From an optimization exercise on the open Yosys and OpenROAD flow, aimed at small area and few clock cycles; shortcuts taken in it are not production practice. The RTL was checked by simulation tests, not by an equivalence proof against the original design.

==> flow/design.v (outline; a module is shown in full before it is edited, if it fits) <==
// module ptc_cordic_cell: 18 lines
// module ptc_xy_seg: 27 lines
// module ptc_adds: 43 lines
// module ptc_qest: 294 lines
// module ptc_rem: 578 lines
// module ptc_mult: 1111 lines
// module ptc_fold: 46 lines
// module ptc_zchain: 43 lines
// module ptc_cordic_table: 74 lines
// module phase_to_complex_transmission: 240 lines
module phase_to_complex_transmission #(
   parameter int unsigned CORDIC_STAGES = 18
) (
   input  logic                                 clock,
   input  logic                                 reset,
   input  logic                                 req_valid,
   output logic                                 req_ready,
   input  logic signed [ptc_pkg::SAMPLE_W-1:0]  req_sample,
   input  logic                                 req_last,
   output logic                                 rsp_valid,
   input  logic                                 rsp_ready,
   output logic signed [ptc_pkg::OUT_W-1:0]     rsp_real,
   output logic signed [ptc_pkg::OUT_W-1:0]     rsp_imag,
   output logic                                 rsp_last,
   input  logic                                 csr_valid,
   output logic                                 csr_ready,
   input  logic [ptc_pkg::CSR_INDEX_W-1:0]      csr_index,
   input  logic [ptc_pkg::CSR_DATA_W-1:0]       csr_wdata
);
  // ...
==> flow/run.sh <==
#!/bin/bash
# synth_recipe.tcl (not shown) runs the flow's synth.tcl, then flattens the netlist and writes it again
# the make line also repeats each setting of config.mk as NAME=value (left out here)
make -C /OpenROAD-flow-scripts/flow DESIGN_CONFIG=/design/flow/config.mk WORK_HOME=/design/flow/orfs CLKGATE_MAP_FILE= SYNTH_SCRIPT=/design/flow/synth_recipe.tcl finish
==> flow/config.mk <==
export PLATFORM = sky130hd
export DESIGN_NAME = phase_to_complex_transmission
export DESIGN_NICKNAME = phase_to_complex_transmission
export VERILOG_FILES = /design/flow/design.v
export SDC_FILE = /design/flow/constraint.sdc
export NUM_CORES = 4
export LEC_CHECK = 0
export ABC_AREA = 1
export CAP_MARGIN = 20
export CORE_MARGIN = 2
export CORE_UTILIZATION = 40
export PLACE_DENSITY = 0.6
export SLEW_MARGIN = 20
==> flow/constraint.sdc <==
create_clock -name core_clock -period 12.0 [get_ports {clock}]
set_input_delay 2.4000 -clock core_clock [delete_from_list [all_inputs] [get_ports {clock}]]
set_output_delay 2.4000 -clock core_clock [all_outputs]
set_load 0.01 [all_outputs]
==> impl_metrics.yaml, run 1 <==
cells_and_area:
  final_cell_mix: "2,396 x inv_1, 2,176 x nand2_1, 1,229 x ha_1"
  bufAreaShareNonClock_pct: 2.09
  n_all_buffers: 255
  drive_gt1_share_pct: 3.50
  n_fill_cell: 25800
  largest_reg_flops: 56
  seq_cells: 573
  design_area_mm2: 0.108
drt:
  drt-wirelength-per-cell_um: 18.7
  drtIter0Drc: 6644
  ant_nets: 0
  viasPerCell: 5.20
clock_network:
  clock_latency_ns: 0.73
  holdBufCountCts: 0
  cts_htree_levels: 3
  cts_resized: 0
  root_buffer: "clkbuf_16"
  clk_pin_slew_ns: 0.06
  cts_setup_buffers: 0
global_route:
  grt_pass1_vias: 84100
  grt_max_degree: 92
  antenna_found_initial: 8
synthesis:
  synth_top_cell_area_share_pct: 15.3
  synth_area_leaders: "ha_1 15%, edfxtp_1 14%, fa_1 14%, xor2_1 9.9%, inv_1 9.0%"
  synthFlopType: "edfxtp_1"
  ys_warn_count: 57
  ys_seq_elements: 573
place:
  io_buffers: 120
setup_path:
  path_delay_family: "simple AND/OR/NAND/NOR gates"
  crit_path_frequent_cell: "nand2_1"
run_status:
  outcome: "timing/DRC/antenna clean"
timing:
  fin_tns_setup_ns: 0
  setup_slack_ns: 1.37
  worst_slew_pin_slew_ns: 1.14
  setup_viol: 0
hold_path:
  min_path_cells: 0
floorplanning:
  rows: 184
Testbench counts, summed over its fixed seeds: cycles 8,072.
==> module phase_to_complex_transmission, before the edit <==
module phase_to_complex_transmission #(
   parameter int unsigned CORDIC_STAGES = 18
) (
   input  logic                                 clock,
   input  logic                                 reset,
   input  logic                                 req_valid,
   output logic                                 req_ready,
   input  logic signed [ptc_pkg::SAMPLE_W-1:0]  req_sample,
   input  logic                                 req_last,
   output logic                                 rsp_valid,
   input  logic                                 rsp_ready,
   output logic signed [ptc_pkg::OUT_W-1:0]     rsp_real,
   output logic signed [ptc_pkg::OUT_W-1:0]     rsp_imag,
   output logic                                 rsp_last,
   input  logic                                 csr_valid,
   output logic                                 csr_ready,
   input  logic [ptc_pkg::CSR_INDEX_W-1:0]      csr_index,
   input  logic [ptc_pkg::CSR_DATA_W-1:0]       csr_wdata
);
   function automatic logic signed [23:0] sat_out(input logic signed [55:0] v);
      if (v > 56'sd8388607) begin
         sat_out = 24'sh7FFFFF;
      end else if (v < -56'sd8388608) begin
         sat_out = 24'sh800000;
      end else begin
         sat_out = v[23:0];
      end
   endfunction
   logic [SCALE_W-1:0] phase_scale_ff;
   logic               weak_mode_ff;
   logic               advance;
   logic               accept;
   logic               out_valid;
   assign csr_ready = 1'b1;
   always_ff @(posedge clock) begin
      if (reset) begin
         phase_scale_ff <= PHASE_SCALE_RESET;
         weak_mode_ff   <= 1'b0;
      end else if (csr_valid) begin
         case (csr_index)
            CSR_PHASE_SCALE: phase_scale_ff <= csr_wdata;
            CSR_WEAK_MODE:   weak_mode_ff   <= csr_wdata[0];
            default: ;
         endcase
      end
   end
   assign advance   = !out_valid || rsp_ready;
   assign req_ready = advance;
   assign accept    = req_valid && advance;
   logic [PROD_W-1:0]        prod;
   logic signed [PROD_W-1:0] s1_p;
   logic                     s1_v, s1_l, s1_w;
   ptc_mult u_mult (
      .s (req_sample),
      .c (phase_scale_ff),
      .p (prod)
   );
   logic [17:0]              q2;
   logic [40:0]              r2;
   logic signed [PROD_W-1:0] w_sum, w_shift;
   logic signed [23:0]       weak2;
   logic [40:0]              s2_r;
   logic                     s2_v, s2_l, s2_w;
   ptc_qest u_qest (
      .ph (s1_p[PROD_W-1:38]),
      .q  (q2)
   );
   ptc_rem u_rem (
      .p  (s1_p[40:0]),
      .q  (q2),
      .r  (r2)
   );
   always_comb begin
      w_sum   = s1_p + 56'sd524288;
      w_shift = w_sum >>> 20;
      weak2   = sat_out(w_shift);
   end
   logic [31:0]              z0, z2;
   logic                     neg3;
   logic [17:0]              dir_a;
   logic [31:0]              s3_z;
   logic [1:0]               s3_dir;
   logic                     s3_neg;
   logic                     s3_v, s3_l, s3_w;
   ptc_fold u_fold (
      .r   (s2_r),
      .z   (z0),
      .neg (neg3)
   );
   ptc_zchain #(.FIRST(0), .LAST(1)) u_z0 (
      .z_i   (z0),
      .z_o   (z2),
      .dir_o (dir_a)
   );
   logic [31:0]              z5;
   logic [17:0]              dir_b;
   logic [31:0]              s4_z;
   logic [4:0]               s4_dir;
   logic                     s4_neg;
   logic                     s4_v, s4_l, s4_w;
   ptc_zchain #(.FIRST(2), .LAST(4)) u_z1 (
      .z_i   (s3_z),
      .z_o   (z5),
      .dir_o (dir_b)
   );
   logic [31:0]              z8;
   logic [17:0]              dir_c;
   logic [31:0]              s5_z;
   logic [7:0]               s5_dir;
   logic                     s5_neg;
   logic                     s5_v, s5_l, s5_w;
   ptc_zchain #(.FIRST(5), .LAST(7)) u_z2 (
      .z_i   (s4_z),
      .z_o   (z8),
      .dir_o (dir_c)
   );
   logic [31:0]              z10;
   logic [17:0]              dir_d, dir6;
   logic signed [31:0]       tx6, ty6, x6, y6, x9, y9;
   logic signed [31:0]       s6_x, s6_y;
   logic [17:0]              s6_dir;
   logic                     s6_neg;
   logic                     s6_v, s6_l, s6_w;
   ptc_zchain #(.FIRST(8), .LAST(9)) u_z3 (
      .z_i   (s5_z),
      .z_o   (z10),
      .dir_o (dir_d)
   );
   always_comb begin
      dir6 = dir_d | {10'd0, s5_dir};
      dir6[10] = !z10[21];
      for (int k = 11; k < 18; k++) dir6[k] = z10[31-k];
   end
   ptc_cordic_table u_table (
      .sig (s5_dir[5:0]),
      .x   (tx6),
      .y   (ty6)
   );
   assign x6 = s5_w ? {{8{s5_z[23]}}, s5_z[23:0]} : tx6;
   assign y6 = s5_w ? 32'sd0 : ty6;
   ptc_xy_seg #(.FIRST(6), .LAST(8)) u_seg1 (
      .dir (dir6), .hold (s5_w), .x_i (x6), .y_i (y6), .x_o (x9), .y_o (y9));
   logic signed [31:0]       x12, y12, x15, y15;
   logic signed [31:0]       s7_x, s7_y, s8_x, s8_y;
   logic [17:0]              s7_dir, s8_dir;
   logic                     s7_neg, s8_neg;
   logic                     s7_v, s7_l, s7_w, s8_v, s8_l, s8_w;
   ptc_xy_seg #(.FIRST(9), .LAST(11)) u_seg2 (
      .dir (s6_dir), .hold (s6_w), .x_i (s6_x), .y_i (s6_y), .x_o (x12), .y_o (y12));
   ptc_xy_seg #(.FIRST(12), .LAST(14)) u_seg3 (
      .dir (s7_dir), .hold (s7_w), .x_i (s7_x), .y_i (s7_y), .x_o (x15), .y_o (y15));
   logic signed [31:0]       xs18, ys18;
   logic [ANGLE_W:0]         c_t, s_t;
   logic signed [OUT_W-1:0]  fmt_re, fmt_im;
   logic [2*OUT_W:0]         out_ff;
   ptc_xy_seg #(.FIRST(15), .LAST(17)) u_seg4 (
      .dir (s8_dir), .hold (s8_w), .x_i (s8_x), .y_i (s8_y), .x_o (xs18), .y_o (ys18));
   always_comb begin
      c_t = ({xs18[31], xs18} ^ {33{s8_neg}}) + {19'd0, 1'b1, 12'd0, s8_neg};
      s_t = ({ys18[31], ys18} ^ {33{s8_neg}}) + {19'd0, 1'b1, 12'd0, s8_neg};
      if (s8_w) begin
         fmt_re = ONE_Q16;
         fmt_im = xs18[23:0];
      end else begin
         fmt_re = {{5{c_t[32]}}, c_t[32:14]};
         fmt_im = {{5{s_t[32]}}, s_t[32:14]};
      end
   end
   always_ff @(posedge clock) begin
      if (reset) begin
         s1_v <= 1'b0;
         s2_v <= 1'b0;
         s3_v <= 1'b0;
         s4_v <= 1'b0;
         s5_v <= 1'b0;
         s6_v <= 1'b0;
         s7_v <= 1'b0;
         s8_v <= 1'b0;
         out_valid <= 1'b0;
      end else if (advance) begin
         s1_v <= accept;
         s2_v <= s1_v;
         s3_v <= s2_v;
         s4_v <= s3_v;
         s5_v <= s4_v;
         s6_v <= s5_v;
         s7_v <= s6_v;
         s8_v <= s7_v;
         out_valid <= s8_v;
      end
   end
   always_ff @(posedge clock) begin
      if (advance) begin
         s1_p    <= prod;
         s1_l    <= req_last;
         s1_w    <= weak_mode_ff;
         s2_r    <= s1_w ? {17'd0, weak2} : r2;
         s2_l    <= s1_l;
         s2_w    <= s1_w;
         s3_z    <= s2_w ? {8'd0, s2_r[23:0]} : z2;
         s3_dir  <= dir_a[1:0];
         s3_neg  <= neg3;
         s3_l    <= s2_l;
         s3_w    <= s2_w;
         s4_z    <= s3_w ? {8'd0, s3_z[23:0]} : z5;
         s4_dir  <= dir_b[4:0] | {3'd0, s3_dir};
         s4_neg  <= s3_neg;
         s4_l    <= s3_l;
         s4_w    <= s3_w;
         s5_z    <= s4_w ? {8'd0, s4_z[23:0]} : z8;
         s5_dir  <= dir_c[7:0] | {3'd0, s4_dir};
         s5_neg  <= s4_neg;
         s5_l    <= s4_l;
         s5_w    <= s4_w;
         s6_x    <= x9;
         s6_y    <= y9;
         s6_dir  <= dir6;
         s6_neg  <= s5_neg;
         s6_l    <= s5_l;
         s6_w    <= s5_w;
         s7_x    <= x12;
         s7_y    <= y12;
         s7_dir  <= s6_dir;
         s7_neg  <= s6_neg;
         s7_l    <= s6_l;
         s7_w    <= s6_w;
         s8_x    <= x15;
         s8_y    <= y15;
         s8_dir  <= s7_dir;
         s8_neg  <= s7_neg;
         s8_l    <= s7_l;
         s8_w    <= s7_w;
         out_ff  <= {fmt_re, fmt_im, s8_l};
      end
   end
   assign rsp_valid = out_valid;
   assign rsp_real  = out_ff[2*OUT_W:OUT_W+1];
   assign rsp_imag  = out_ff[OUT_W:1];
   assign rsp_last  = out_ff[0];
endmodule
==> run 2: changes to the inputs <==
--- a/flow/design.v
+++ b/flow/design.v
@@ -2415,7 +2415,7 @@
    ptc_xy_seg #(.FIRST(15), .LAST(17)) u_seg4 (
       .dir (s8_dir), .hold (s8_w), .x_i (s8_x), .y_i (s8_y), .x_o (xs18), .y_o (ys18));
+   ptc_adds #(.W(33)) u_rnd_c (.a({xs18[31], xs18} ^ {33{s8_neg}}), .b(33'h2000), .ci(s8_neg), .s(c_t));
+   ptc_adds #(.W(33)) u_rnd_s (.a({ys18[31], ys18} ^ {33{s8_neg}}), .b(33'h2000), .ci(s8_neg), .s(s_t));
    always_comb begin
-      c_t = ({xs18[31], xs18} ^ {33{s8_neg}}) + {19'd0, 1'b1, 12'd0, s8_neg};
-      s_t = ({ys18[31], ys18} ^ {33{s8_neg}}) + {19'd0, 1'b1, 12'd0, s8_neg};
       if (s8_w) begin
          fmt_re = ONE_Q16;
==> impl_metrics.yaml, run 2 <==
synthesis:
  ys_types: 79
  ys_seq_elements: 573
  synth_area_leaders: "ha_1 15%, edfxtp_1 14%, fa_1 14%, xor2_1 9.2%, inv_1 9.0%"
  synth_area_per_cell_um2: 7.48
  yosysSeqAreaShare_pct: 16.1
  yosysMostFrequentCell: "inv_1"
  synth-edff-count: 469
  ys_warn_count: 60
  yosys-top-cells-count: "2,392 x inv_1, 2,308 x nand2_1, 1,231 x ha_1"
  synthCells: 13400
  async_flop_share_pct: 0
  synthFlopType: "edfxtp_1"
  synth_top_cell_area_share_pct: 15.4
  syn_nets: 15400
  netlist_area_mm2: 0.100
  yosysTopAreaCell: "ha_1"
floorplanning:
  dieWidth_um: 504
  ios: 122
  core_mm2: 0.249
  start_util_pct: 40.2
  rows: 183
  fp.dieH_um: 504
  dieArea_mm2: 0.254
clock_network:
  cts_resized: 0
  cts_htree_levels: 3
  numCtsBuffers: 79
  clockBufferDepth: 3
  root_buffer: "clkbuf_16"
  clock_latency_ns: 0.74
  cts_setup_buffers: 0
  holdBufCountCts: 0
  cts_tree: "yes"
  clk_pin_slew_ns: 0.06
  clock-sinks: 573
setup_path:
  slowest_delay_ns: 0.52
  cp_data_required_time_ns: 12.44
  cp_data_arrival_time_ns: 10.68
  critPathKind: "reg -> reg"
  cp_max_fo: 34
  crit_path_frequent_cell: "nand2_1"
  worstSetupStartpointType: "flop"
  slowest_stage: "fa_1"
  cp-end-kind: "flop"
cells_and_area:
  layout_commonest_cell: "inv_1"
  final_cells: 16700
  top_register: "s1_p"
  final_cell_mix: "2,389 x inv_1, 2,308 x nand2_1, 1,231 x ha_1"
  multi_input_area_mm2: 0.0733
  drive_gt1_share_pct: 3.64
  largest_reg_flops: 56
  reg.largest.list: "s1_p x56, out_ff x44, s2_r x41"
  area_growth_pct: 7.64
  n_fill_cell: 25500
  register_area_mm2: 0.0162
  finalNetCount: 15300
timing:
  timing.final.crit_period_ns: 10.23
  hold_violations: 0
  worst_slew_pin_slew_ns: 1.26
  setup_viol: 0
  max_slew_margin_pct: 15.4
  timing.fmax_mhz: 97.7
  drv_slew: 0
  finClkSkew_ns: 0.0395
  fin_tns_setup_ns: 0
  rsz0062_at_grt: "false"
  fin_crit_sh_pct: 85.3
  setup_slack_ns: 1.77
drt:
  vias: 87900
  viasPerCell: 5.25
  drc: 0
  drtIter0Drc: 6975
  ant_nets: 0
  routed_wl_um: 316000
  firstDrtPassIters: 6
  drt-wirelength-per-cell_um: 18.9
flow_run:
  cap_violations: 0
place:
  io_buffers: 120
  place_inst: 16600
  place_ws_ns: 1.61
  hpwl_um: 254000
  gp_congestion: 1.01
global_route:
  grt_max_degree: 85
  antenna_found_initial: 8
  grt_pass1_wl_um: 490000
  grtUsageTotal_pct: 24.4
  grt_pass1_vias: 84600
  grt_overflow: 0
hold_path:
  hold_class: "reg -> reg"
run_status:
  outcome: "timing/DRC/antenna clean"
-- run 2: cell types whose count changed in the layout (fill, tap and decap cells not counted), moves of 15 or more --
cell / previous run / this run
xor2_1: 1137 / 1054
nand2_1: 2176 / 2308
o22ai_1: 411 / 426
nand3b_1: 28 / 43
nand2_2: 27 / 9
nand3_1: 539 / 514
a21oi_1: 942 / 1000
nor2_1: 941 / 838
-- run 2: per-layer routing --
| layer | GRT usage, % | part of all wire, % | vias up |
|---|---|---|---|
| met1 | 31.9 | 43 | 40900 |
| met2 | 40.8 | 46 | 2833 |
| met4 | 8.99 | 4.0 | 4 |
| li1 | - | - | 43600 |
| met5 | 0 | 0.0076 | - |
| met3 | 3.49 | 6.3 | 611 |
-- run 2: worst max-delay path: cells and delay by family (launching register included) --
family	cells	cell delay, ns
compound gates	13	2.01
xor+xnor	5	0.99
fa+ha+maj	7	3.01
buf+inv	8	1.05
flops	1	0.32
simple gates	17	2.51
-- run 2: worst paths after layout --
kind | start | cells after the start | end | slack [ns]
worst max register to register | s8_dir[15] | 50 | out_ff[21] | 1.77
worst min-delay path | s6_l | 0 | s7_l | 0.41
worst max-delay path | s8_dir[15] | 50 | out_ff[21] | 1.77
worst min register to register | s6_l | 0 | s7_l | 0.41
-- run 2: metrics by stage --
step | instance area, µm² | util [%] | hold slack [ns]
floorplan | 100000 | - | 0.400
global placement | 105000 | 42.2 | 0.401
detailed placement | 105000 | 42.2 | 0.405
CTS | 108000 | 43.3 | 0.415
global route | 108000 | 43.3 | 0.420
finish | 108000 | 43.3 | 0.410
-- run 2: cells by family (layout without fill, tap and decap cells) --
logic type | count (synthesis) | after routing | share of synthesized area (%)
other | 1 | 3 | 0.00374
AOI/OAI and AO/OA | 2548 | 2548 | 14.5
xor gates and xnor gates | 1361 | 1361 | 11.9
DFF | 573 | 573 | 16.1
muxes | 5 | 5 | 0.0537
and+or+nand+nor | 4126 | 4126 | 17.2
adders and majority gates | 1931 | 1931 | 29.4
buffers and inverters | 2847 | 2850 | 10.8
-- run 2: area by class of cell --
type / count / area share [%]
Clock inverter: 55 / 0.627
Clock buffer: 92 / 1.90
Timing Repair Buffer: 254 / 2.07
Inverter: 2449 / 8.56
Tap cell: 3330 / 3.87
Antenna cell: 2 / 0.00464
Multi-Input combinational cell: 9972 / 68.0
Sequential cell: 573 / 15.0
Testbench counts of run 2, summed over its fixed seeds: cycles 8,072.
==> module ptc_cordic_cell, before the edit <==
module ptc_cordic_cell #(
   parameter int unsigned STAGE = 0
) (
   input  logic               dir,
   input  logic               hold,
   input  logic signed [31:0] x_i,
   input  logic signed [31:0] y_i,
   output logic signed [31:0] x_o,
   output logic signed [31:0] y_o
);
   logic signed [31:0] dx, dy;
   always_comb begin
      dx = y_i >>> STAGE;
      dy = x_i >>> STAGE;
   end
   ptc_adds #(.W(32)) ax (.a(x_i), .b(dx ^ {32{dir}}), .ci(dir), .s(x_o));
   ptc_adds #(.W(32)) ay (.a(y_i), .b((dy ^ {32{!dir}}) & {32{!hold}}), .ci(!dir && !hold), .s(y_o));
endmodule
==> run 3: changes to the inputs <==
--- a/flow/design.v
+++ b/flow/design.v
@@ -38,6 +38,18 @@
       dy = x_i >>> STAGE;
    end
-   ptc_adds #(.W(32)) ax (.a(x_i), .b(dx ^ {32{dir}}), .ci(dir), .s(x_o));
-   ptc_adds #(.W(32)) ay (.a(y_i), .b((dy ^ {32{!dir}}) & {32{!hold}}), .ci(!dir && !hold), .s(y_o));
+   localparam int unsigned W = (STAGE >= 6 && STAGE <= 13) ? 31 : 32;
+   logic [31:0] bx, by;
+   logic [W-1:0] sx, sy;
+   assign bx = dx ^ {32{dir}};
+   assign by = (dy ^ {32{!dir}}) & {32{!hold}};
+   ptc_adds #(.W(W)) ax (.a(x_i[W-1:0]), .b(bx[W-1:0]), .ci(dir), .s(sx));
+   ptc_adds #(.W(W)) ay (.a(y_i[W-1:0]), .b(by[W-1:0]), .ci(!dir && !hold), .s(sy));
+   if (W < 32) begin : g_ext
+      assign x_o = {sx[W-1], sx};
+      assign y_o = {sy[W-1], sy};
+   end else begin : g_full
+      assign x_o = sx;
+      assign y_o = sy;
+   end
 endmodule
 module ptc_xy_seg #(
@@ -2412,5 +2424,5 @@
    logic [ANGLE_W:0]         c_t, s_t;
    logic signed [OUT_W-1:0]  fmt_re, fmt_im;
-   logic [2*OUT_W:0]         out_ff;
+   logic [18+OUT_W+1:0]      out_ff;
    ptc_xy_seg #(.FIRST(15), .LAST(17)) u_seg4 (
       .dir (s8_dir), .hold (s8_w), .x_i (s8_x), .y_i (s8_y), .x_o (xs18), .y_o (ys18));
@@ -2490,9 +2502,9 @@
          s8_l    <= s7_l;
          s8_w    <= s7_w;
-         out_ff  <= {fmt_re, fmt_im, s8_l};
+         out_ff  <= {fmt_re[18:0], fmt_im, s8_l};
       end
    end
    assign rsp_valid = out_valid;
-   assign rsp_real  = out_ff[2*OUT_W:OUT_W+1];
+   assign rsp_real  = {{5{out_ff[18+OUT_W+1]}}, out_ff[18+OUT_W+1:OUT_W+1]};
    assign rsp_imag  = out_ff[OUT_W:1];
    assign rsp_last  = out_ff[0];
--- a/flow/config.mk
+++ b/flow/config.mk
@@ -10,4 +10,5 @@
 export CORE_MARGIN = 2
 export CORE_UTILIZATION = 40
+export CTS_BUF_LIST = sky130_fd_sc_hd__clkbuf_4 sky130_fd_sc_hd__clkbuf_8
 export PLACE_DENSITY = 0.6
 export SLEW_MARGIN = 20
==> impl_metrics.yaml, run 3 <==
cells_and_area:
  area_growth_pct: 7.70
  drive_gt1_share_pct: 4.17
  largest_reg_flops: 56
  final_cell_mix: "2,373 x inv_1, 2,204 x nand2_1, 1,215 x ha_1"
  finalNetCount: 15200
  design_area_mm2: 0.107
  layout_commonest_cell: "inv_1"
  top_register: "s1_p"
  final_cells: 16500
  reg.largest.list: "s1_p x56, out_ff x44, s2_r x41"
drt:
  drt-wirelength-per-cell_um: 19.1
  firstDrtPassIters: 6
  ant_nets: 0
  vias: 86600
  drtIter0Drc: 6218
  viasPerCell: 5.25
  routed_wl_um: 315000
  drc: 0
clock_network:
  numCtsBuffers: 111
  cts_resized: 0
  root_buffer: "clkbuf_8"
  clock_latency_ns: 0.95
  cts_setup_buffers: 0
  cts_tree: "yes"
  holdBufCountCts: 0
  clock-sinks: 569
  cts_htree_levels: 3
  clk_pin_slew_ns: 0.07
  clockBufferDepth: 3
setup_path:
  slowest_stage: "o31ai_1"
  rr_worst_depth: 70
  slowest_delay_ns: 0.65
  crit_buf_inv: 10
  rrSetupSlack_ns: 1.31
  cp_data_arrival_time_ns: 11.27
  critPathKind: "reg -> reg"
  timing.rr.start: "s2_r[40]"
  r2r_end: "s3_z[19]"
  worstSetupStartpointType: "flop"
  cp_data_required_time_ns: 12.58
  cp_max_fo: 16
  cp-end-kind: "flop"
  path_delay_family: "simple AND/OR/NAND/NOR gates"
  crit_path_frequent_cell: "nand2_1"
  cp_num_cells: 70
synthesis:
  syn_nets: 15200
  yosysTopAreaCell: "ha_1"
  synth-edff-count: 465
  yosysMostFrequentCell: "inv_1"
  netlist_area_mm2: 0.0989
  ys_warn_count: 60
  synthCells: 13200
  ys_seq_elements: 569
  synth_area_leaders: "ha_1 15%, fa_1 14%, edfxtp_1 14%, xor2_1 9.1%, inv_1 9.0%"
  synth_top_cell_area_share_pct: 15.4
  yosys-top-cells-count: "2,375 x inv_1, 2,204 x nand2_1, 1,215 x ha_1"
  async_flop_share_pct: 0
  synth_area_per_cell_um2: 7.50
  ys_types: 78
  yosysSeqAreaShare_pct: 16.2
  synthFlopType: "edfxtp_1"
global_route:
  antenna_found_initial: 7
  grt_overflow: 0
  grt_max_degree: 105
  grt_pass1_wl_um: 486000
  grt_pass1_vias: 84200
  grtUsageTotal_pct: 24.7
hold_path:
  min_path_cells: 0
  hp-start: "s3_l"
  holdPathEnd: "s4_l"
  hold_class: "reg -> reg"
timing:
  setup_viol: 0
  fin_crit_sh_pct: 89.1
  whs_ns: 0.414
  timing.fmax_mhz: 93.5
  hold_violations: 0
  max_slew_margin_pct: 20.9
  rsz0062_at_grt: "false"
  timing.final.crit_period_ns: 10.69
  fin_tns_setup_ns: 0
  drv_slew: 0
  worst_slew_pin_slew_ns: 1.19
  finClkSkew_ns: 0.108
floorplanning:
  core_mm2: 0.246
  ios: 122
  dieArea_mm2: 0.251
  start_util_pct: 40.2
  fp.dieH_um: 501
  dieWidth_um: 501
  rows: 182
place:
  place_inst: 16300
  place_area_mm2: 0.104
  io_buffers: 120
  hpwl_um: 252000
  gp_congestion: 0.992
run_status:
  outcome: "timing/DRC/antenna clean"
flow_run:
  cap_violations: 0
-- run 3: per-stage QoR --
step                utilization, %  setup WS (ns)
global placement              42.2           1.77
CTS                           43.3           1.53
global route                  43.3          0.292
finish                        43.3           1.31
detailed placement            42.2           1.57
floorplan                        -          0.299
-- run 3: per-layer routing --
| layer | global-route usage (%) | part of all wire, % |
|---|---|---|
| met1 | 31.3 | 43 |
| met2 | 42.4 | 47 |
| met3 | 3.05 | 5.8 |
| met4 | 9.90 | 4.3 |
| met5 | 0 | 0.0095 |
-- run 3: cell type report --
| cell class | instances | area [µm²] |
|---|---|---|
| Inverter | 2432 | 9170 |
| Clock buffer | 140 | 1790 |
| Timing Repair Buffer | 277 | 2390 |
| Clock inverter | 68 | 842 |
| Tap cell | 3220 | 4030 |
| Sequential cell | 569 | 16000 |
| Multi-Input combinational cell | 9788 | 72200 |
| Antenna cell | 3 | 7.51 |
| Fill cell | 25300 | 139000 |
-- run 3: kinds of logic after synthesis --
| family | after synthesis | share of synthesized area, % |
|---|---|---|
| AOI/OAI and AO/OA | 2556 | 14.7 |
| xor gates and xnor gates | 1348 | 12.0 |
| adders and majority gates | 1915 | 29.5 |
| buffers and inverters | 2828 | 10.8 |
| DFF | 569 | 16.2 |
| muxes | 5 | 0.0544 |
| other | 1 | 0.00379 |
| and+or+nand+nor | 3963 | 16.6 |
-- run 3: how the worst max path moves through the flow --
stage,endpoint,startpoint
floorplan,ty6[18],rsp_ready
global placement,s3_z[19],s2_r[40]
detailed placement,s3_z[19],s2_r[40]
CTS,s3_z[19],s2_r[40]
global route,s3_z[19],s2_r[15]
finish,s3_z[19],s2_r[40]
Testbench counts of run 3, summed over its fixed seeds: cycles 8,072.
==> run 4: changes to the inputs <==
--- a/flow/config.mk
+++ b/flow/config.mk
@@ -10,5 +10,4 @@
 export CORE_MARGIN = 2
 export CORE_UTILIZATION = 40
-export CTS_BUF_LIST = sky130_fd_sc_hd__clkbuf_4 sky130_fd_sc_hd__clkbuf_8
 export PLACE_DENSITY = 0.6
 export SLEW_MARGIN = 20
==> impl_metrics.yaml, run 4 <==
synthesis:
  ys_seq_elements: 569
  synth-edff-count: 465
  synthCells: 13200
  yosysSeqAreaShare_pct: 16.2
  synth_top_cell_area_share_pct: 15.4
  ys_warn_count: 60
  syn_nets: 15200
  netlist_area_mm2: 0.0989
  synthFlopType: "edfxtp_1"
  ys_types: 78
  yosysTopAreaCell: "ha_1"
  yosysMostFrequentCell: "inv_1"
  yosys-top-cells-count: "2,375 x inv_1, 2,204 x nand2_1, 1,215 x ha_1"
  async_flop_share_pct: 0
  synth_area_leaders: "ha_1 15%, fa_1 14%, edfxtp_1 14%, xor2_1 9.1%, inv_1 9.0%"
  synth_area_per_cell_um2: 7.50
floorplanning:
  dieWidth_um: 501
  start_util_pct: 40.2
  fp.dieH_um: 501
  dieArea_mm2: 0.251
  ios: 122
  rows: 182
  core_mm2: 0.246
setup_path:
  critPathKind: "reg -> reg"
  cp-end-kind: "flop"
  cp_data_required_time_ns: 12.42
  crit_path_frequent_cell: "nand2_1"
  crit_buf_inv: 10
  slowest_delay_ns: 0.60
  slowest_stage: "o31ai_1"
  worstSetupStartpointType: "flop"
  cp_max_fo: 16
  cp_data_arrival_time_ns: 11.05
  path_delay_family: "simple AND/OR/NAND/NOR gates"
drt:
  viasPerCell: 5.25
  firstDrtPassIters: 6
  drtIter0Drc: 6301
  drc: 0
  ant_nets: 0
  vias: 86300
  routed_wl_um: 314000
  drt-wirelength-per-cell_um: 19.1
timing:
  fin_tns_setup_ns: 0
  finClkSkew_ns: 0.0618
  fin_crit_sh_pct: 88.6
  worst_slew_pin_slew_ns: 1.20
  drv_slew: 0
  timing.final.crit_period_ns: 10.63
  rsz0062_at_grt: "false"
  timing.fmax_mhz: 94.1
  setup_viol: 0
  hold_violations: 0
  max_slew_margin_pct: 20.3
flow_run:
  cap_violations: 0
run_status:
  outcome: "timing/DRC/antenna clean"
cells_and_area:
  top_register: "s1_p"
  final_cell_mix: "2,373 x inv_1, 2,204 x nand2_1, 1,215 x ha_1"
  area_growth_pct: 7.67
  largest_reg_flops: 56
  reg.largest.list: "s1_p x56, out_ff x44, s2_r x41"
  register_area_mm2: 0.0160
  multi_input_area_mm2: 0.0722
  n_fill_cell: 25300
  drive_gt1_share_pct: 3.63
  final_util_pct: 43.3
  layout_commonest_cell: "inv_1"
  finalNetCount: 15100
global_route:
  grt_pass1_wl_um: 486000
  antenna_found_initial: 8
  grtUsageTotal_pct: 24.7
  grt_max_degree: 105
  grt_pass1_vias: 83800
  grt_overflow: 0
clock_network:
  cts_tree: "yes"
  root_buffer: "clkbuf_16"
  clk_pin_slew_ns: 0.06
  cts_htree_levels: 3
  clock-sinks: 569
  cts_resized: 0
  clock_latency_ns: 0.75
  holdBufCountCts: 0
  numCtsBuffers: 76
  clockBufferDepth: 3
  cts_setup_buffers: 0
place:
  hpwl_um: 252000
  gp_congestion: 0.992
  io_buffers: 120
hold_path:
  hold_class: "reg -> reg"
## run 4: through the flow
stage	std cells	cell area (µm²)	hold WS, ns	setup WS, ns
detailed placement	16300	104000	0.405	1.57
global route	16400	106000	0.424	0.281
finish	16400	106000	0.415	1.37
floorplan	13200	98900	0.400	0.299
CTS	16400	106000	0.416	1.53
global placement	16300	104000	0.401	1.77
## run 4: final cells by class
class	count	area share, %
Antenna cell	7	0.0164
Clock buffer	85	1.84
Clock inverter	56	0.595
Inverter	2432	8.61
Multi-Input combinational cell	9788	67.8
Sequential cell	569	15.1
Tap cell	3220	3.78
Timing Repair Buffer	277	2.25
## run 4: final timing paths
check	from	end	slack [ns]	depth (start not counted)
setup / recovery	s2_r[40]	s3_z[19]	1.37	70
hold / removal	s2_l	s3_l	0.41	0
setup reg to reg	s2_r[40]	s3_z[19]	1.37	70
hold reg to reg	s2_l	s3_l	0.41	0
## run 4: logic make-up after synthesis
kind of cell             count (synthesis)  synth area share (%)
adder cells (fa/ha/maj)               1915                  29.5
buffers and inverters                 2828                  10.8
other                                    1               0.00379
multiplexers                             5                0.0544
AO/OA/AOI/OAI                         2556                  14.7
XOR/XNOR                              1348                  12.0
flip-flops                             569                  16.2
AND/OR/NAND/NOR                       3963                  16.6
## run 4: worst register-to-register path: cells and delay by family, from the launching register on
family / cells / cell delay [ns]
adders and majority gates: 4 / 1.43
AOI/OAI and AO/OA: 13 / 2.48
buffers and inverters: 10 / 1.47
DFF: 1 / 0.50
and+or+nand+nor: 43 / 4.47
## run 4: per-layer routing
layer	vias up	track usage (%)	routed length [µm]
met4	0	9.77	13500
met5	-	0	0
li1	42900	-	-
met1	39900	31.5	134000
met3	690	2.90	18500
met2	2746	42.3	148000
==> run 5: changes to the inputs <==
--- a/flow/design.v
+++ b/flow/design.v
@@ -123,4 +123,21 @@
    end
 endmodule
+module ptc_out_round (
+   input  logic signed [31:0] u,
+   input  logic signed [31:0] e,
+   input  logic               sub,
+   input  logic               neg,
+   output logic [32:0]        t
+);
+   logic [32:0] a, b, k, s, cy;
+   logic [1:0]  k0;
+   assign k0 = neg ? (sub ? 2'd1 : 2'd2) : {1'b0, sub};
+   assign a  = {u[31], u} ^ {33{neg}};
+   assign b  = {e[31], e} ^ {33{sub ^ neg}};
+   assign k  = {19'd0, 1'b1, 11'd0, k0};
+   assign s  = a ^ b ^ k;
+   assign cy = (a & b) | (a & k) | (b & k);
+   ptc_adds #(.W(33)) u_add (.a(s), .b({cy[31:0], 1'b0}), .ci(1'b0), .s(t));
+endmodule
 module ptc_qest (
    input  logic [17:0] ph,
@@ -2421,16 +2438,28 @@
    ptc_xy_seg #(.FIRST(12), .LAST(14)) u_seg3 (
       .dir (s7_dir), .hold (s7_w), .x_i (s7_x), .y_i (s7_y), .x_o (x15), .y_o (y15));
-   logic signed [31:0]       xs18, ys18;
+   logic signed [31:0]       xs17, ys17;
    logic [ANGLE_W:0]         c_t, s_t;
    logic signed [OUT_W-1:0]  fmt_re, fmt_im;
    logic [18+OUT_W+1:0]      out_ff;
-   ptc_xy_seg #(.FIRST(15), .LAST(17)) u_seg4 (
-      .dir (s8_dir), .hold (s8_w), .x_i (s8_x), .y_i (s8_y), .x_o (xs18), .y_o (ys18));
-   ptc_adds #(.W(33)) u_rnd_c (.a({xs18[31], xs18} ^ {33{s8_neg}}), .b(33'h2000), .ci(s8_neg), .s(c_t));
-   ptc_adds #(.W(33)) u_rnd_s (.a({ys18[31], ys18} ^ {33{s8_neg}}), .b(33'h2000), .ci(s8_neg), .s(s_t));
+   ptc_xy_seg #(.FIRST(15), .LAST(16)) u_seg4 (
+      .dir (s8_dir), .hold (s8_w), .x_i (s8_x), .y_i (s8_y), .x_o (xs17), .y_o (ys17));
+   ptc_out_round u_rnd_c (
+      .u   (xs17),
+      .e   (ys17 >>> 17),
+      .sub (s8_dir[17]),
+      .neg (s8_neg),
+      .t   (c_t)
+   );
+   ptc_out_round u_rnd_s (
+      .u   (ys17),
+      .e   (s8_w ? 32'sd0 : xs17 >>> 17),
+      .sub (!s8_dir[17] && !s8_w),
+      .neg (s8_neg),
+      .t   (s_t)
+   );
    always_comb begin
       if (s8_w) begin
          fmt_re = ONE_Q16;
-         fmt_im = xs18[23:0];
+         fmt_im = xs17[23:0];
       end else begin
          fmt_re = {{5{c_t[32]}}, c_t[32:14]};
--- a/flow/config.mk
+++ b/flow/config.mk
@@ -9,5 +9,5 @@
 export CAP_MARGIN = 20
 export CORE_MARGIN = 2
-export CORE_UTILIZATION = 40
-export PLACE_DENSITY = 0.6
+export CORE_UTILIZATION = 50
+export PLACE_DENSITY = 0.7
 export SLEW_MARGIN = 20
==> impl_metrics.yaml, run 5 <==
run_status:
  outcome: "timing/DRC/antenna clean"
drt:
  vias: 86700
  firstDrtPassIters: 8
  routed_wl_um: 301000
  drc: 0
  ant_nets: 0
  drt-wirelength-per-cell_um: 19.1
  drtIter0Drc: 7996
  viasPerCell: 5.49
place:
  gp_congestion: 1.03
  io_buffers: 120
  hpwl_um: 243000
hold_path:
  min_path_cells: 0
  holdPathEnd: "s6_l"
  hp-start: "s5_l"
  hold_class: "reg -> reg"
synthesis:
  yosysTopAreaCell: "ha_1"
  synth_area_leaders: "ha_1 16%, edfxtp_1 14%, fa_1 14%, xor2_1 9.5%, inv_1 9.0%"
  async_flop_share_pct: 0
  ys_seq_elements: 569
  yosysSeqAreaShare_pct: 16.2
  ys_types: 85
  synth_area_per_cell_um2: 7.53
  syn_nets: 15200
  synth_top_cell_area_share_pct: 16.1
  synthCells: 13100
  ys_warn_count: 59
  netlist_area_mm2: 0.0990
  synthFlopType: "edfxtp_1"
  synth-edff-count: 465
  yosys-top-cells-count: "2,381 x inv_1, 2,101 x nand2_1, 1,277 x ha_1"
  yosysMostFrequentCell: "inv_1"
global_route:
  grt_pass1_vias: 82300
  grt_overflow: 0
  grtUsageTotal_pct: 29.3
  grt_max_degree: 154
  grt_pass1_wl_um: 468000
  antenna_found_initial: 7
timing:
  drv_slew: 0
  finClkSkew_ns: 0.0545
  rsz0062_at_grt: "false"
  max_slew_margin_pct: 16.6
  timing.final.crit_period_ns: 10.58
  fin_crit_sh_pct: 88.2
  timing.fmax_mhz: 94.5
  setup_viol: 0
  fin_tns_setup_ns: 0
  hold_violations: 0
  worst_slew_pin_slew_ns: 1.24
setup_path:
  worstSetupStartpointType: "flop"
  cp_data_arrival_time_ns: 11.05
  cp-end-kind: "flop"
  slowest_delay_ns: 0.52
  crit_path_frequent_cell: "nand2_1"
  critPathKind: "reg -> reg"
  rrSetupSlack_ns: 1.42
  cp_max_fo: 21
  slowest_stage: "edfxtp_1"
  r2r_end: "s3_z[29]"
  timing.rr.start: "s2_r[40]"
  rr_worst_depth: 64
  cp_data_required_time_ns: 12.47
floorplanning:
  start_util_pct: 50.2
  fp.dieH_um: 449
  rows: 163
  core_mm2: 0.197
  dieArea_mm2: 0.202
  ios: 122
  dieWidth_um: 449
cells_and_area:
  largest_reg_flops: 56
  drive_gt1_share_pct: 3.50
  top_register: "s1_p"
  final_cell_mix: "2,378 x inv_1, 2,101 x nand2_1, 1,277 x ha_1"
  finalNetCount: 15100
  layout_commonest_cell: "inv_1"
  register_area_mm2: 0.0160
  area_growth_pct: 6.78
  multi_input_area_mm2: 0.0723
  reg.largest.list: "s1_p x56, out_ff x44, s2_r x41"
  n_fill_cell: 19100
clock_network:
  numCtsBuffers: 75
  clock_latency_ns: 0.72
  cts_tree: "yes"
  holdBufCountCts: 0
  clk_pin_slew_ns: 0.06
  cts_setup_buffers: 0
  clockBufferDepth: 3
  root_buffer: "clkbuf_16"
  cts_resized: 0
  cts_htree_levels: 3
  clock-sinks: 569
flow_run:
  cap_violations: 0
[run 5: cell count changes after synthesis, moves of 20 or more]
cell,before,now
a21o_1,78,57
nor2_1,849,898
o21ai_0,649,629
o21ai_1,29,51
a21oi_2,21,1
xnor2_1,314,282
o22ai_1,430,409
ha_1,1215,1277
nand2_1,2204,2101
o21bai_1,79,59
xor2_1,1028,1069
[run 5: final cells by class]
cell class                      count  area share (%)
Sequential cell                   569            15.2
Clock inverter                     45           0.511
Tap cell                         2640            3.13
Inverter                         2445            8.72
Multi-Input combinational cell   9729            68.4
Clock buffer                       91            1.92
Timing Repair Buffer              263            2.16
Antenna cell                        1         0.00237
[run 5: worst max-delay path, delay by kind of cell (launching register included)]
| kind | cells | cell delay, ns |
|---|---|---|
| fa+ha+maj | 3 | 1.38 |
| compound gates | 8 | 1.73 |
| simple gates | 46 | 5.24 |
| flops | 1 | 0.52 |
| buf+inv | 7 | 1.40 |
[run 5: metrics by stage]
| stage | utilization [%] | hold slack, ns | cell area, µm² | setup WS [ns] | instances |
|---|---|---|---|---|---|
| final | 53.6 | 0.402 | 106000 | 1.42 | 15800 |
| after global placement | 52.3 | 0.401 | 103000 | 1.71 | 15600 |
| after global routing | 53.6 | 0.398 | 106000 | 0.437 | 15800 |
| after CTS | 53.6 | 0.392 | 106000 | 1.56 | 15800 |
| after detailed placement | 52.3 | 0.405 | 103000 | 1.59 | 15600 |
| after floorplan | - | 0.400 | 99000 | 0.908 | 13100 |
[run 5: worst max-delay path by stage]
stage / cells past startpoint / end / from / slack (ns)
after detailed placement: 27 / s1_p[55] / req_sample[3] / 1.59
after CTS: 50 / out_ff[22] / s8_dir[15] / 1.56
after global routing: 49 / out_ff[19] / s8_dir[15] / 0.44
after global placement: 27 / s1_p[55] / req_sample[3] / 1.71
after floorplan: 14 / tx6[23] / rsp_ready / 0.91
final: 64 / s3_z[29] / s2_r[40] / 1.42
[run 5: cell families after synthesis]
logic type                 share of synthesized area [%]
xor gates and xnor gates                            12.0
adders and majority gates                           30.2
DFF                                                 16.2
muxes                                             0.0632
AOI/OAI and AO/OA                                   14.1
other                                            0.00379
buffers and inverters                               10.9
and+or+nand+nor                                     16.5
[run 5: per-layer routing]
layer  part of all wire (%)  GRT usage (%)
met2                     45           47.6
met4                    4.7           12.2
met5                  0.014              0
met1                     43           38.9
met3                    7.6           4.43
Testbench counts of run 5, summed over its fixed seeds: cycles 8,072.
==> run 6: changes to the inputs <==
--- a/flow/config.mk
+++ b/flow/config.mk
@@ -9,5 +9,5 @@
 export CAP_MARGIN = 20
 export CORE_MARGIN = 2
-export CORE_UTILIZATION = 50
-export PLACE_DENSITY = 0.7
+export CORE_UTILIZATION = 40
+export PLACE_DENSITY = 0.6
 export SLEW_MARGIN = 20
==> impl_metrics.yaml, run 6 <==
setup_path:
  cp-end-kind: "flop"
  crit_path_frequent_cell: "fa_1"
  slowest_delay_ns: 0.69
  cp_data_arrival_time_ns: 11.11
  cp_max_fo: 8
  worstSetupStartpointType: "flop"
  critPathKind: "reg -> reg"
  cp_data_required_time_ns: 12.48
  slowest_stage: "xor2_1"
clock_network:
  clock-sinks: 569
  clk_pin_slew_ns: 0.06
  numCtsBuffers: 82
  holdBufCountCts: 0
  cts_setup_buffers: 0
  clock_latency_ns: 0.75
  cts_tree: "yes"
  clockBufferDepth: 3
  root_buffer: "clkbuf_16"
  cts_htree_levels: 3
  cts_resized: 0
floorplanning:
  rows: 182
  dieWidth_um: 501
  fp.dieH_um: 501
  ios: 122
  core_mm2: 0.246
  start_util_pct: 40.2
  dieArea_mm2: 0.251
synthesis:
  yosys-top-cells-count: "2,381 x inv_1, 2,101 x nand2_1, 1,277 x ha_1"
  synth_top_cell_area_share_pct: 16.1
  syn_nets: 15200
  ys_warn_count: 59
  async_flop_share_pct: 0
  ys_seq_elements: 569
  synth_area_leaders: "ha_1 16%, edfxtp_1 14%, fa_1 14%, xor2_1 9.5%, inv_1 9.0%"
  synth_area_per_cell_um2: 7.53
  yosysTopAreaCell: "ha_1"
  netlist_area_mm2: 0.0990
  ys_types: 85
  synth-edff-count: 465
  synthCells: 13100
  synthFlopType: "edfxtp_1"
  yosysMostFrequentCell: "inv_1"
  yosysSeqAreaShare_pct: 16.2
drt:
  vias: 86200
  drc: 0
  drtIter0Drc: 6624
  routed_wl_um: 320000
  ant_nets: 0
  firstDrtPassIters: 8
  viasPerCell: 5.26
  drt-wirelength-per-cell_um: 19.5
place:
  hpwl_um: 258000
  place_ws_ns: 1.40
  gp_congestion: 1.01
  io_buffers: 120
  place_inst: 16200
timing:
  setup_slack_ns: 1.37
  max_slew_margin_pct: 29.1
  finClkSkew_ns: 0.0881
  worst_slew_pin_slew_ns: 1.06
  rsz0062_at_grt: "false"
  hold_violations: 0
  fin_tns_setup_ns: 0
  timing.fmax_mhz: 94.0
  setup_viol: 0
  drv_slew: 0
  timing.final.crit_period_ns: 10.63
  fin_crit_sh_pct: 88.6
global_route:
  grt_overflow: 0
  grt_max_degree: 126
  grtUsageTotal_pct: 25.1
  grt_pass1_vias: 83500
  grt_pass1_wl_um: 492000
  antenna_found_initial: 13
cells_and_area:
  largest_reg_flops: 56
  area_growth_pct: 7.85
  multi_input_area_mm2: 0.0723
  reg.largest.list: "s1_p x56, out_ff x44, s2_r x41"
  register_area_mm2: 0.0160
  drive_gt1_share_pct: 3.65
  top_register: "s1_p"
  finalNetCount: 15100
  final_cells: 16400
  layout_commonest_cell: "inv_1"
  n_fill_cell: 25200
  final_cell_mix: "2,377 x inv_1, 2,101 x nand2_1, 1,277 x ha_1"
  final_util_pct: 43.4
run_status:
  outcome: "timing/DRC/antenna clean"
hold_path:
  hold_class: "reg -> reg"
flow_run:
  cap_violations: 0
run 6: metrics by stage:
step                area [µm²]  hold WS (ns)
global route            107000         0.384
detailed placement      104000         0.405
CTS                     107000         0.379
global placement        104000         0.401
finish                  107000         0.378
floorplan                99000         0.400
run 6: final cells by class:
| type | count | area share (%) |
|---|---|---|
| Multi-Input combinational cell | 9729 | 67.7 |
| Sequential cell | 569 | 15.0 |
| Inverter | 2445 | 8.63 |
| Tap cell | 3220 | 3.77 |
| Timing Repair Buffer | 266 | 2.18 |
| Clock buffer | 98 | 2.04 |
| Clock inverter | 53 | 0.600 |
| Antenna cell | 5 | 0.0117 |
run 6: worst paths after layout:
check	slack, ns	endpoint	cells after the start	start
worst max-delay path	1.37	s2_r[39]	39	s1_p[53]
worst min-delay path	0.38	s5_neg	0	s4_neg
worst max register to register	1.37	s2_r[39]	39	s1_p[53]
worst min register to register	0.38	s5_neg	0	s4_neg
run 6: routing by layer:
metal | part of all wire, % | track usage (%) | vias up
li1 | - | - | 42700
met2 | 47 | 42.7 | 2655
met4 | 4.7 | 10.3 | 8
met3 | 5.9 | 3.26 | 672
met5 | 0.013 | 0 | -
met1 | 43 | 32.0 | 40100
run 6: cell families (layout without fill, tap and decap cells):
logic type      after synthesis  after routing  share of synthesized area [%]
simple gates               3922           3922                           16.5
buf+inv                    2842           2862                           10.9
compound gates             2476           2476                           14.1
fa+ha+maj                  1971           1971                           30.2
xor+xnor                   1353           1353                           12.0
flops                       569            569                           16.2
mux                           6              6                         0.0632
other cells                   1              6                        0.00379
run 6: critical path: cells and delay by family, from the launching register on:
family                     cells  cell delay [ns]
and+or+nand+nor                9             1.20
buffers and inverters          6             0.88
adders and majority gates     11             4.64
AOI/OAI and AO/OA             12             2.27
xor gates and xnor gates       1             0.69
DFF                            1             0.65
==> run 7: changes to the inputs <==
--- a/flow/design.v
+++ b/flow/design.v
@@ -2306,13 +2306,4 @@
    input  logic [ptc_pkg::CSR_DATA_W-1:0]       csr_wdata
 );
-   function automatic logic signed [23:0] sat_out(input logic signed [55:0] v);
-      if (v > 56'sd8388607) begin
-         sat_out = 24'sh7FFFFF;
-      end else if (v < -56'sd8388608) begin
-         sat_out = 24'sh800000;
-      end else begin
-         sat_out = v[23:0];
-      end
-   endfunction
    logic [SCALE_W-1:0] phase_scale_ff;
    logic               weak_mode_ff;
@@ -2346,5 +2337,5 @@
    logic [17:0]              q2;
    logic [40:0]              r2;
-   logic signed [PROD_W-1:0] w_sum, w_shift;
+   logic [36:0]              w_t;
    logic signed [23:0]       weak2;
    logic [40:0]              s2_r;
@@ -2359,8 +2350,11 @@
       .r  (r2)
    );
+   ptc_adds #(.W(37)) u_wrnd (.a(s1_p[55:19]), .b(37'd0), .ci(1'b1), .s(w_t));
    always_comb begin
-      w_sum   = s1_p + 56'sd524288;
-      w_shift = w_sum >>> 20;
-      weak2   = sat_out(w_shift);
+      if (w_t[36:24] == {13{w_t[36]}}) begin
+         weak2 = w_t[24:1];
+      end else begin
+         weak2 = w_t[36] ? 24'sh800000 : 24'sh7FFFFF;
+      end
    end
    logic [31:0]              z0, z2;
==> impl_metrics.yaml, run 7 <==
setup_path:
  r2r_end: "s3_z[19]"
  worstSetupStartpointType: "flop"
  critPathKind: "reg -> reg"
  timing.rr.start: "s2_r[22]"
  cp-end-kind: "flop"
  cp_data_arrival_time_ns: 10.95
  cp_data_required_time_ns: 12.43
  rr_worst_depth: 66
  slowest_delay_ns: 0.48
  crit_path_frequent_cell: "nand2_1"
  cp_max_fo: 21
  slowest_stage: "edfxtp_1"
  rrSetupSlack_ns: 1.48
synthesis:
  yosys-top-cells-count: "2,362 x inv_1, 2,068 x nand2_1, 1,282 x ha_1"
  yosysSeqAreaShare_pct: 16.3
  ys_warn_count: 62
  synthCells: 13000
  synth_top_cell_area_share_pct: 16.3
  netlist_area_mm2: 0.0986
  synth_area_leaders: "ha_1 16%, edfxtp_1 14%, fa_1 14%, xor2_1 9.4%, inv_1 9.0%"
  ys_seq_elements: 569
  yosysMostFrequentCell: "inv_1"
  synth_area_per_cell_um2: 7.56
  synthFlopType: "edfxtp_1"
  ys_types: 75
  synth-edff-count: 465
  async_flop_share_pct: 0
  yosysTopAreaCell: "ha_1"
  syn_nets: 15100
floorplanning:
  start_util_pct: 40.1
  dieWidth_um: 500
  rows: 182
  core_mm2: 0.245
  fp.dieH_um: 500
  ios: 122
  dieArea_mm2: 0.250
place:
  hpwl_um: 245000
  place_area_mm2: 0.104
  gp_congestion: 1.01
  io_buffers: 120
hold_path:
  holdPathEnd: "s8_neg"
  min_path_cells: 0
  hp-start: "s7_neg"
  hold_class: "reg -> reg"
drt:
  drc: 0
  vias: 85500
  firstDrtPassIters: 7
  viasPerCell: 5.25
  drt-wirelength-per-cell_um: 18.8
  ant_nets: 0
  drtIter0Drc: 6710
  routed_wl_um: 306000
global_route:
  antenna_found_initial: 9
  grt_pass1_vias: 81500
  grt_pass1_wl_um: 474000
  grt_max_degree: 128
  grt_overflow: 0
  grtUsageTotal_pct: 24.0
timing:
  fin_tns_setup_ns: 0
  rsz0062_at_grt: "false"
  fin_crit_sh_pct: 87.7
  max_slew_margin_pct: 17.4
  timing.fmax_mhz: 95.1
  worst_slew_pin_slew_ns: 1.22
  finClkSkew_ns: 0.0636
  setup_viol: 0
  hold_violations: 0
  drv_slew: 0
  timing.final.crit_period_ns: 10.52
clock_network:
  clock-sinks: 569
  root_buffer: "clkbuf_16"
  cts_tree: "yes"
  clock_latency_ns: 0.73
  clk_pin_slew_ns: 0.07
  numCtsBuffers: 74
  holdBufCountCts: 0
  clockBufferDepth: 3
  cts_htree_levels: 3
cells_and_area:
  area_growth_pct: 7.80
  n_fill_cell: 25100
  finalNetCount: 15100
  final_cell_mix: "2,358 x inv_1, 2,068 x nand2_1, 1,282 x ha_1"
  design_area_mm2: 0.106
  reg.largest.list: "s1_p x56, out_ff x44, s2_r x41"
  top_register: "s1_p"
  layout_commonest_cell: "inv_1"
  largest_reg_flops: 56
  drive_gt1_share_pct: 3.44
run_status:
  outcome: "timing/DRC/antenna clean"
flow_run:
  cap_violations: 0
-- run 7: changes by cell type after synthesis, sizes merged, moves of 8 or more --
cell	change
or2	-10
nand3	-14
clkbuf	+9
xor2	-8
a22oi	+9
inv	-26
nor2	-32
o22ai	+24
nor3	-11
o211ai	+8
nand2	-42
-- run 7: metrics by stage --
stage                     setup slack (ns)  hold slack, ns  util, %  std cells
after floorplan                       2.88           0.400        -      13000
after global placement                1.26           0.401     42.2      16100
after detailed placement              1.21           0.405     42.2      16100
after CTS                             1.14           0.421     43.2      16300
after global routing                 0.305           0.427     43.3      16300
final                                 1.48           0.420     43.3      16300
-- run 7: per-layer routing --
layer	up-vias	GRT usage [%]	wire, µm
li1	42500	-	-
met1	39600	32.1	136000
met2	2722	39.7	140000
met3	594	3.20	18200
met4	4	8.45	11800
met5	-	0	21
-- run 7: cell type report --
type / instances / area (µm²) / area share [%]
diodes: 2 / 5.00 / 0.00471
clock buffers: 90 / 1990 / 1.87
clock inverters: 45 / 601 / 0.565
inverters: 2416 / 9120 / 8.58
multi-input cells: 9657 / 72000 / 67.7
flip-flops and latches: 569 / 16000 / 15.1
well taps: 3220 / 4030 / 3.79
repair buffers: 289 / 2490 / 2.35
-- run 7: how the worst max path moves through the flow --
stage | start | endpoint | slack, ns | cells past startpoint
after global routing | s2_r[22] | s3_z[19] | 0.30 | 67
after global placement | s2_r[22] | s3_z[19] | 1.26 | 67
after CTS | s2_r[22] | s3_z[19] | 1.14 | 67
after floorplan | s8_w | out_ff[21] | 2.88 | 55
final | s2_r[22] | s3_z[19] | 1.48 | 66
after detailed placement | s2_r[22] | s3_z[19] | 1.21 | 67
-- run 7: cells by family (layout without fill, tap and decap cells) --
kind of cell	count (synthesis)	count (layout)	share of synthesized area [%]
AO/OA/AOI/OAI	2503	2503	14.4
other	1	3	0.00381
flip-flops	569	569	16.3
adder cells (fa/ha/maj)	1976	1976	30.4
multiplexers	7	7	0.0749
AND/OR/NAND/NOR	3822	3822	16.1
XOR/XNOR	1348	1348	12.0
buffers and inverters	2818	2840	10.8
-- run 7: what timing repair did --
action / in CTS / in global routing
resized for setup: 0 / 2
buffers inserted: 0 / 10
endpoints found under the setup margin: 0 / 11
-- run 7: worst max-delay path, delay by kind of cell, from the launching register on --
kind / cells / cell delay, ns
compound gates: 12 / 2.10
fa+ha+maj: 3 / 1.07
buf+inv: 8 / 1.22
flops: 1 / 0.48
simple gates: 43 / 5.36
Testbench counts of run 7, summed over its fixed seeds: cycles 8,072.
==> module ptc_zchain, before the edit <==
module ptc_zchain #(
   parameter int unsigned FIRST = 0,
   parameter int unsigned LAST  = 4
) (
   input  logic [31:0]        z_i,       
   output logic [31:0]        z_o,       
   output logic [17:0]        dir_o      
);
   function automatic logic [31:0] atan_q30(input int unsigned i);
      case (i)
         0: atan_q30 = 32'd843314857;
         1: atan_q30 = 32'd497837829;
         2: atan_q30 = 32'd263043837;
         3: atan_q30 = 32'd133525159;
         4: atan_q30 = 32'd67021687;
         5: atan_q30 = 32'd33543516;
         6: atan_q30 = 32'd16775851;
         7: atan_q30 = 32'd8388437;
         8: atan_q30 = 32'd4194283;
         default: atan_q30 = 32'd2097149;
      endcase
   endfunction
   logic [LAST+1:FIRST][31:0] z;
   assign z[FIRST] = z_i;
   for (genvar i = FIRST; i <= LAST; i++) begin : g_step
      localparam int unsigned W = 32 - i;
      localparam logic [W-1:0] AT = W'(atan_q30(i));
      logic [W-1:0] zc;
      logic         d;
      logic [W-1:0] zn;
      assign zc = z[i][W-1:0];
      assign d  = !zc[W-1];
      ptc_adds #(.W(W)) u_add (.a(zc), .b(AT ^ {W{d}}), .ci(d), .s(zn));
      assign dir_o[i] = d;
      assign z[i+1] = {{(32-W){1'b0}}, zn};
   end
   for (genvar j = 0; j < 18; j++) begin : g_zero
      if (j < FIRST || j > LAST) begin : g_z
         assign dir_o[j] = 1'b0;
      end
   end
   assign z_o = z[LAST+1];
endmodule
==> run 8: changes to the inputs <==
--- a/flow/design.v
+++ b/flow/design.v
@@ -2196,12 +2196,38 @@
       localparam int unsigned W = 32 - i;
       localparam logic [W-1:0] AT = W'(atan_q30(i));
-      logic [W-1:0] zc;
-      logic         d;
-      logic [W-1:0] zn;
-      assign zc = z[i][W-1:0];
-      assign d  = !zc[W-1];
-      ptc_adds #(.W(W)) u_add (.a(zc), .b(AT ^ {W{d}}), .ci(d), .s(zn));
-      assign dir_o[i] = d;
-      assign z[i+1] = {{(32-W){1'b0}}, zn};
+      if ((i - FIRST) % 2 == 1) begin : g_skip
+      end else if (i + 1 <= LAST) begin : g_pair
+         localparam logic [W-1:0] BT = W'(atan_q30(i + 1));
+         logic [W-1:0] zc, thr, k, zn;
+         logic [W:0]   cmp;
+         logic         d0, d1;
+         assign zc = z[i][W-1:0];
+         assign d0 = !zc[W-1];
+         assign thr = d0 ? AT : -AT;
+         ptc_adds #(.W(W+1)) u_cmp (.a({zc[W-1], zc}), .b(~{thr[W-1], thr}), .ci(1'b1), .s(cmp));
+         assign d1 = !cmp[W];
+         always_comb begin
+            case ({d0, d1})
+               2'b11:   k = -AT - BT;
+               2'b10:   k = -AT + BT;
+               2'b01:   k = AT - BT;
+               default: k = AT + BT;
+            endcase
+         end
+         ptc_adds #(.W(W)) u_add (.a(zc), .b(k), .ci(1'b0), .s(zn));
+         assign dir_o[i]   = d0;
+         assign dir_o[i+1] = d1;
+         assign z[i+1] = '0;
+         assign z[i+2] = {{(32-W){1'b0}}, zn};
+      end else begin : g_single
+         logic [W-1:0] zc;
+         logic         d;
+         logic [W-1:0] zn;
+         assign zc = z[i][W-1:0];
+         assign d  = !zc[W-1];
+         ptc_adds #(.W(W)) u_add (.a(zc), .b(AT ^ {W{d}}), .ci(d), .s(zn));
+         assign dir_o[i] = d;
+         assign z[i+1] = {{(32-W){1'b0}}, zn};
+      end
    end
    for (genvar j = 0; j < 18; j++) begin : g_zero
==> impl_metrics.yaml, run 8 <==
floorplanning:
  start_util_pct: 40.3
  dieArea_mm2: 0.249
  fp.dieH_um: 499
  rows: 181
  dieWidth_um: 499
  ios: 122
setup_path:
  cp_data_required_time_ns: 12.46
  critPathKind: "reg -> reg"
  crit_buf_inv: 6
  slowest_stage: "o31ai_1"
  slowest_delay_ns: 0.77
  path_delay_family: "simple AND/OR/NAND/NOR gates"
  cp_data_arrival_time_ns: 11.03
cells_and_area:
  n_fill_cell: 24900
  layout_commonest_cell: "nand2_1"
  finalNetCount: 15200
  final_util_pct: 43.3
  final_cell_mix: "2,404 x nand2_1, 2,280 x inv_1, 1,265 x ha_1"
  largest_reg_flops: 56
  area_growth_pct: 7.50
synthesis:
  yosys-top-cells-count: "2,404 x nand2_1, 2,284 x inv_1, 1,265 x ha_1"
  synth-simple-area-share_pct: 18.5
  netlist_area_mm2: 0.0980
  ys_types: 72
  yosysMostFrequentCell: "nand2_1"
  muxShareOfSynthArea_pct: 0.0638
  synth_area_leaders: "ha_1 16%, edfxtp_1 14%, fa_1 14%, nand2_1 9.2%, inv_1 8.7%"
  synth_compound_area_share_pct: 13.8
  async_flop_share_pct: 0
  synth_fa_ha_area_share_pct: 29.9
  synth_xor_area_share_pct: 10.7
  synth_area_per_cell_um2: 7.42
  synth_top_family_by_area: "adder cells"
  yosysTopAreaCell: "ha_1"
  synth_top_cell_area_share_pct: 16.1
global_route:
  grt_pass1_wl_um: 480000
  antenna_found_initial: 10
  grt_pass1_vias: 82900
  grtUsageTotal_pct: 24.3
drt:
  firstDrtPassIters: 8
  routed_wl_um: 309000
  drtIter0Drc: 7023
  routed-wl-met3_um: 20300
  viasPerCell: 5.27
place:
  io_buffers: 120
timing:
  timing.fmax_mhz: 94.6
  fin_tns_setup_ns: 0
  hold_violations: 0
  fin_crit_sh_pct: 88.1
  timing.final.crit_period_ns: 10.57
  rsz0062_at_grt: "false"
hold_path:
  hold_class: "reg -> reg"
  min_path_cells: 0
clock_network:
  cts_resized: 0
  numCtsBuffers: 77
  clockBufferDepth: 3
  clock-sinks: 569
  cts_tree: "yes"
  cts_setup_buffers: 0
  cts_htree_levels: 3
  clock_latency_ns: 0.71
  holdBufCountCts: 0
run_status:
  outcome: "timing/DRC/antenna clean"
flow_run:
  cap_violations: 0
[run 8: changes by cell type in the layout (fill, tap and decap cells not counted), moves of 14 or more]
cell      previous run  this run
buf_4              167       147
ha_1              1282      1265
fa_1               693       672
a21o_1              51        78
a21oi_1            969       894
o21ai_0            667       614
nand3_1            511       644
nand2_1           2068      2404
xor2_1            1058       951
inv_1             2358      2280
o21bai_1            61        75
nor2_1             870       958
xnor2_1            284       226
[run 8: kinds of logic after synthesis]
| group | Yosys count |
|---|---|
| compound gates | 2377 |
| xor+xnor | 1187 |
| fa+ha+maj | 1938 |
| buf+inv | 2744 |
| flops | 569 |
| mux | 6 |
| other cells | 1 |
| simple gates | 4384 |
[run 8: worst paths after layout]
kind	startpoint	endpoint	slack (ns)
setup / recovery	s2_r[40]	s3_z[25]	1.43
hold / removal	s7_l	s8_l	0.42
setup reg to reg	s2_r[40]	s3_z[25]	1.43
hold reg to reg	s7_l	s8_l	0.42
[run 8: area by class of cell]
| cell class | count | area (µm²) | area share (%) |
|---|---|---|---|
| Antenna cell | 3 | 7.51 | 0.00713 |
| Clock buffer | 99 | 2070 | 1.96 |
| Clock inverter | 39 | 465 | 0.442 |
| Inverter | 2339 | 8820 | 8.37 |
| Multi-Input combinational cell | 9893 | 71600 | 68.0 |
| Sequential cell | 569 | 16000 | 15.2 |
| Tap cell | 3202 | 4010 | 3.80 |
| Timing Repair Buffer | 267 | 2300 | 2.19 |
[run 8: layer usage]
layer  vias up  track usage, %
li1      43000               -
met1     40000            32.9
met2      2797            39.9
met3       597            3.51
met4         6            7.53
met5         -               0
[run 8: through the flow]
stage / hold slack, ns / worst slack, ns / cell area, µm²
6_report: 0.416 / 1.43 / 105000
5_1_grt: 0.426 / 0.176 / 105000
4_1_cts: 0.419 / 1.57 / 105000
3_5_place_dp: 0.406 / 1.60 / 103000
3_3_place_gp: 0.401 / 1.68 / 103000
2_1_floorplan: 0.400 / 1.07 / 98000
Testbench counts of run 8, summed over its fixed seeds: cycles 8,072.

-- static timing again, ports no longer ideal --
In the flow no input, the clock included, has a driving cell. The finished layouts below were timed again as built, in two steps.
Step 1 sets driving cells, clkbuf_16 on the clock port and buf_2 on the other inputs (assumed; they add their load-dependent delay and slew).
Step 2 moves the port delays by t, midway between the first and last clock arrival at a register: inputs arrive t later, outputs are due t later. That takes back most of the time a late clock gives input paths.
a / b / c = no drivers / after step 1 / after step 2; a / b = the first two.
| run | t, ns | slack for setup (ns) | hold slack, ns | worst setup path after step 2 | latest minus earliest clock arrival (ns) |
|---|---|---|---|---|---|
| run 1 | 0.791 | 1.369 / 1.369 / 1.369 | 0.416 / 0.416 / 0.416 | register to register | 0.054 / 0.054 |
| run 2 | 0.823 | 1.767 / 1.767 / 1.133 | 0.410 / 0.410 / 0.410 | input to register | 0.047 / 0.046 |
| run 3 | 0.970 | 1.308 / 1.308 / 1.308 | 0.414 / 0.414 / 0.414 | register to register | 0.132 / 0.131 |
| run 4 | 0.812 | 1.368 / 1.368 / 1.368 | 0.415 / 0.415 / 0.415 | register to register | 0.063 / 0.062 |
| run 5 | 0.784 | 1.420 / 1.420 / 1.420 | 0.402 / 0.402 / 0.402 | register to register | 0.057 / 0.057 |
| run 6 | 0.798 | 1.366 / 1.366 / 1.276 | 0.378 / 0.378 / 0.378 | input to register | 0.092 / 0.091 |
| run 7 | 0.795 | 1.480 / 1.480 / 1.262 | 0.420 / 0.420 / 0.420 | input to register | 0.075 / 0.075 |
| run 8 | 0.776 | 1.429 / 1.429 / 1.420 | 0.416 / 0.416 / 0.416 | input to register | 0.033 / 0.032 |
After both steps setup and hold are still met in every run listed. The setup slack of run 2, which loses most, moves by 0.000 ns with the drivers and by -0.634 ns with both steps.
